Source: an optimization exercise on an open RTL-to-GDS flow (aim: small area and a short achievable clock period). Production flows keep margins and buffers that such runs may drop. Where RTL was checked, it was by simulation tests only, not by an equivalence proof against the original. Power is estimated from default activity; no workload was simulated.

Design double_ended_queue, start of the top module:
module double_ended_queue #(
  parameter int DEPTH      = 16,
  parameter int DATA_WIDTH = 32
) (
  input  logic clk,
  input  logic rst,
  input  logic s_tvalid,
  output logic s_tready,
  input  logic [((DATA_WIDTH+7)/8)*8-1:0] s_tdata,
  input  logic [dq_pkg::FUNC_W-1:0] s_tuser,
  output logic m_tvalid,
  input  logic m_tready,
  output logic [((DATA_WIDTH+3+$clog2(DEPTH+1)+7)/8)*8-1:0] m_tdata
);
For scale: roughly 580 flip-flops.
Settings: LEC_CHECK=0, CAP_MARGIN=0, CORE_MARGIN=2, CORE_UTILIZATION=30, CTS_BUF_LIST=sky130_fd_sc_hd__clkbuf_16, CTS_CLUSTER_DIAMETER=70, CTS_CLUSTER_SIZE=30, SETUP_SLACK_MARGIN=2.2, SLEW_MARGIN=0; clock period 4.5 ns.
standard.sh (not shown) runs the stock make flow with config.mk's settings and CLKGATE_MAP_FILE= SYNTH_SCRIPT=/design/flow/synth_recipe.tcl, a recipe that flattens the netlist after the stock synthesis.
==> flow/flow/run.sh <==
#!/bin/bash
cp standard.sh standard_sh.txt
export BUFFER_PORTS_ARGS="-buffer_cell sky130_fd_sc_hd__buf_2"
bash standard.sh > standard.log 2>&1
Next try:
CTS_BUF_LIST = sky130_fd_sc_hd__clkbuf_8   (was sky130_fd_sc_hd__clkbuf_16)
CTS_CLUSTER_DIAMETER = 45   (was 70)
CTS_CLUSTER_SIZE = 16   (was 30)
SETUP_SLACK_MARGIN = 2.27   (was 2.2)
=>
- sequential share of layout area went up by 0.18 points
- design area is about the same
- synthesized area stays the same
- cell count went up by 1.2%
Next try:
CAP_MARGIN = 20   (was 0)
SETUP_SLACK_MARGIN = 2.0   (was 2.27)
SLEW_MARGIN = 20   (was 0)
- non-clock buffer count decreases by 26
- hold slack got worse by 0.0033 ns
- setup slack loses 0.19 ns
- via count fell by 1.4%
- die area stays the same
- sequential share of layout area rises by 1.9 points
- routed wire length shrinks by about 3.8%
- sequential cell count is unchanged
Next try:
SETUP_SLACK_MARGIN = 2.5   (was 2.0)
The new run ran to the end with no violations; cell area climbs by 9.7%; synthesized area does not change; power drops by 2.3%; clock skew is about the same; fmax climbs by 8.3%; hold slack is better by 0.011 ns; clock power drops by 10%; non-clock buffer count climbs by 114.
Next try:
CAP_MARGIN = 0   (was 20)
SETUP_SLACK_MARGIN = 2.2   (was 2.5)
SLEW_MARGIN = 0   (was 20)
Effect:
- register-to-register slack loses 0.10 ns
- clock skew stays flat
- sequential power is about the same
- power climbs by 1.1%
Next try:
CAP_MARGIN = 20   (was 0)
SETUP_SLACK_MARGIN = 2.35   (was 2.2)
SLEW_MARGIN = 20   (was 0)
What happened: The changed run finished clean. First-iteration DRC count grows by a quarter to a third. Routed wire length grows by a few percent. Non-clock buffer count grows by 71. Sequential power barely changes. Worst setup slack is better by 0.031 ns. Final cell count grows by a few percent. Cell area grows by a few percent. Sequential share of layout area shrinks by 3.9 points.

========
Setup of old:
The RTL this note starts from:
==> flow/design.v <==
package dq_pkg;
  localparam int FUNC_W = 3;
  localparam logic [FUNC_W-1:0] FUNC_PUSH_FRONT = 3'd0;
  localparam logic [FUNC_W-1:0] FUNC_PUSH_BACK  = 3'd1;
  localparam logic [FUNC_W-1:0] FUNC_POP_FRONT  = 3'd2;
  localparam logic [FUNC_W-1:0] FUNC_POP_BACK   = 3'd3;
  localparam logic [FUNC_W-1:0] FUNC_PEEK_FRONT = 3'd4;
  localparam logic [FUNC_W-1:0] FUNC_PEEK_BACK  = 3'd5;
  localparam logic [FUNC_W-1:0] FUNC_CLEAR      = 3'd6;
endpackage
module dq_cell #(
  parameter int DATA_WIDTH = 32
) (
  input  logic                  clk,
  input  logic                  we,
  input  logic [DATA_WIDTH-1:0] push_word,
  output logic [DATA_WIDTH-1:0] data
);
  always_ff @(posedge clk) begin
    if (we) begin
      data <= push_word;
    end
  end
endmodule
module double_ended_queue #(
  parameter int DEPTH      = 16,
  parameter int DATA_WIDTH = 32
) (
  input  logic clk,
  input  logic rst,
  input  logic s_tvalid,
  output logic s_tready,
  input  logic [((DATA_WIDTH+7)/8)*8-1:0] s_tdata,
  input  logic [dq_pkg::FUNC_W-1:0] s_tuser,
  output logic m_tvalid,
  input  logic m_tready,
  output logic [((DATA_WIDTH+3+$clog2(DEPTH+1)+7)/8)*8-1:0] m_tdata
);
  localparam int CNT_W     = $clog2(DEPTH + 1);
  localparam int RES_W     = DATA_WIDTH + 3 + CNT_W;
  localparam int M_TDATA_W = ((RES_W + 7) / 8) * 8;
  logic [dq_pkg::FUNC_W-1:0] func;
  logic                      accept;
  logic [CNT_W-1:0] count;
  logic [CNT_W-1:0] count_next;
  logic             empty;
  logic             full;
  logic [DEPTH-1:0] before_front;
  logic [DEPTH-1:0] after_back;
  logic [DEPTH-1:0] we;
  logic [DEPTH-1:0] rsel;
  logic             ok_q;
  logic [DATA_WIDTH-1:0] peek_q;
  logic             is_peek;
  logic             is_peek_q;
  logic             pick_back;
  logic             pick_back_q;
  logic             is_peek_sel;
  logic             pick_back_sel;
  logic [DATA_WIDTH-1:0] end_word;
  logic [DATA_WIDTH-1:0] mem [DEPTH];
  logic [DATA_WIDTH-1:0] peek_word;
  assign func     = s_tuser;
  assign s_tready = !m_tvalid || m_tready;
  assign accept   = s_tvalid && s_tready;
  assign full = count[CNT_W-1];
  assign is_peek   = (func[dq_pkg::FUNC_W-1:1] == dq_pkg::FUNC_PEEK_FRONT[dq_pkg::FUNC_W-1:1]) && !empty;
  assign pick_back = func[0];
  assign is_peek_sel   = s_tready ? is_peek : is_peek_q;
  assign pick_back_sel = s_tready ? pick_back : pick_back_q;
  for (genvar i = 0; i < DEPTH; i++) begin : g_word
    assign we[i]   = !full && (before_front[i] || after_back[i]);
    assign rsel[i] = pick_back_sel ? after_back[(i + 1) % DEPTH]
                             : before_front[(i + DEPTH - 1) % DEPTH];
    dq_cell #(
      .DATA_WIDTH(DATA_WIDTH)
    ) u_cell (
      .clk      (clk),
      .we       (we[i]),
      .push_word(s_tdata[DATA_WIDTH-1:0]),
      .data     (mem[i])
    );
  end
  always_comb begin
    end_word = '0;
    for (int i = 0; i < DEPTH; i++) begin
      end_word = end_word | (mem[i] & {DATA_WIDTH{rsel[i]}});
    end
  end
  assign peek_word = end_word & {DATA_WIDTH{is_peek_sel}};
  always_comb begin
    count_next = count;
    case (func)
      dq_pkg::FUNC_PUSH_FRONT,
      dq_pkg::FUNC_PUSH_BACK:  if (!full) count_next = count + 1'b1;
      dq_pkg::FUNC_POP_FRONT,
      dq_pkg::FUNC_POP_BACK:   if (!empty) count_next = count - 1'b1;
      dq_pkg::FUNC_CLEAR:      count_next = '0;
      default: ;
    endcase
  end
  function automatic logic [DEPTH-1:0] ring_up(input logic [DEPTH-1:0] r);
    ring_up = {r[DEPTH-2:0], r[DEPTH-1]};
  endfunction
  function automatic logic [DEPTH-1:0] ring_down(input logic [DEPTH-1:0] r);
    ring_down = {r[0], r[DEPTH-1:1]};
  endfunction
  always_ff @(posedge clk) begin
    if (rst) begin
      count        <= '0;
      empty        <= 1'b1;
      before_front <= DEPTH'(1) << (DEPTH - 1);
      after_back   <= DEPTH'(1);
      m_tvalid     <= 1'b0;
    end else begin
      if (accept) begin
        count <= count_next;
        empty <= (count_next == '0);
        case (func)
          dq_pkg::FUNC_PUSH_FRONT: if (!full) before_front <= ring_down(before_front);
          dq_pkg::FUNC_PUSH_BACK:  if (!full) after_back <= ring_up(after_back);
          dq_pkg::FUNC_POP_FRONT:  if (!empty) before_front <= ring_up(before_front);
          dq_pkg::FUNC_POP_BACK:   if (!empty) after_back <= ring_down(after_back);
          dq_pkg::FUNC_CLEAR:      after_back <= ring_up(before_front);
          default: ;
        endcase
      end
      if (accept) begin
        m_tvalid <= 1'b1;
      end else if (m_tready) begin
        m_tvalid <= 1'b0;
      end
    end
  end
  always_ff @(posedge clk) begin
    if (s_tready) begin
      case (func)
        dq_pkg::FUNC_PUSH_FRONT,
        dq_pkg::FUNC_PUSH_BACK:  ok_q <= !full;
        dq_pkg::FUNC_POP_FRONT,
        dq_pkg::FUNC_POP_BACK,
        dq_pkg::FUNC_PEEK_FRONT,
        dq_pkg::FUNC_PEEK_BACK,
        dq_pkg::FUNC_CLEAR:      ok_q <= !empty;
        default:                 ok_q <= 1'b0;
      endcase
      is_peek_q   <= is_peek;
      pick_back_q <= pick_back;
    end
  end
  always_ff @(posedge clk) begin
    peek_q <= peek_word;
  end
  assign m_tdata = M_TDATA_W'({count, full, empty, peek_q, ok_q});
endmodule
clock: 4.5 ns
lec_check: 0
cap_margin: 0
core_margin: 2
core_utilization: 30
cts_buf_list: sky130_fd_sc_hd__clkbuf_8
cts_cluster_diameter: 45
cts_cluster_size: 16
setup_slack_margin: 2.15
slew_margin: 0
Scripts as last shown in full above: flow/flow/run.sh
old: no failed stages, no open violations at the end
Input-level comparison between new and old:
- SETUP_SLACK_MARGIN changed from 2.15 to 2.27
--- outcome ---
Every stage of the flow completed for new, and the final layout passed the timing, design-rule and antenna checks.
new against old: first-iteration DRC count rose 304; global-route met1 utilization went up by 1.5 points; achievable clock frequency saw a decrease.
Function was not checked in any run of this note: the RTL went through the layout flow alone.

[re-timing with driven ports]
In the flow no input, the clock included, has a driving cell. The finished layouts below were timed again as built, in two steps.
Step 1 sets driving cells, clkbuf_16 on the clock port and buf_2 on the other inputs (assumed; they add their load-dependent delay and slew).
Step 2 adds t to the input delays and takes it off the output delays; t is the mean of the earliest and latest rising clock arrival at the registers after step 1. Input paths then give back, and output paths get back, about the clock's delay inside the block.
a / b / c = no drivers / after step 1 / after step 2; a / b = the first two.
run | t (ns) | setup WS [ns] | slew at the worst register clock pin (ns) | worst data-port slew with drivers (ns)
the first run of note 1 | 0.655 | 2.180 / 2.068 / 1.412 | 0.12 / 0.12 | 0.17
the second run of note 1 | 0.748 | 2.218 / 2.165 / 1.449 | 0.11 / 0.11 | 0.18
the third run of note 1 | 0.725 | 2.031 / 2.045 / 1.320 | 0.10 / 0.10 | 0.10
the fourth run of note 1 | 0.732 | 2.220 / 2.157 / 1.514 | 0.10 / 0.10 | 0.16
the fifth run of note 1 | 0.716 | 2.179 / 2.156 / 1.440 | 0.10 / 0.10 | 0.11
the sixth run of note 1 | 0.751 | 2.210 / 2.153 / 1.465 | 0.10 / 0.10 | 0.19
old | 0.741 | 2.127 / 2.076 / 1.470 | 0.10 / 0.10 | 0.11
new | 0.738 | 2.062 / 2.062 / 1.361 | 0.11 / 0.11 | 0.11
After both steps setup and hold are still met in every run listed. The setup slack of the second run of note 1, which loses most, moves by -0.053 ns with the drivers and by -0.769 ns with both steps.
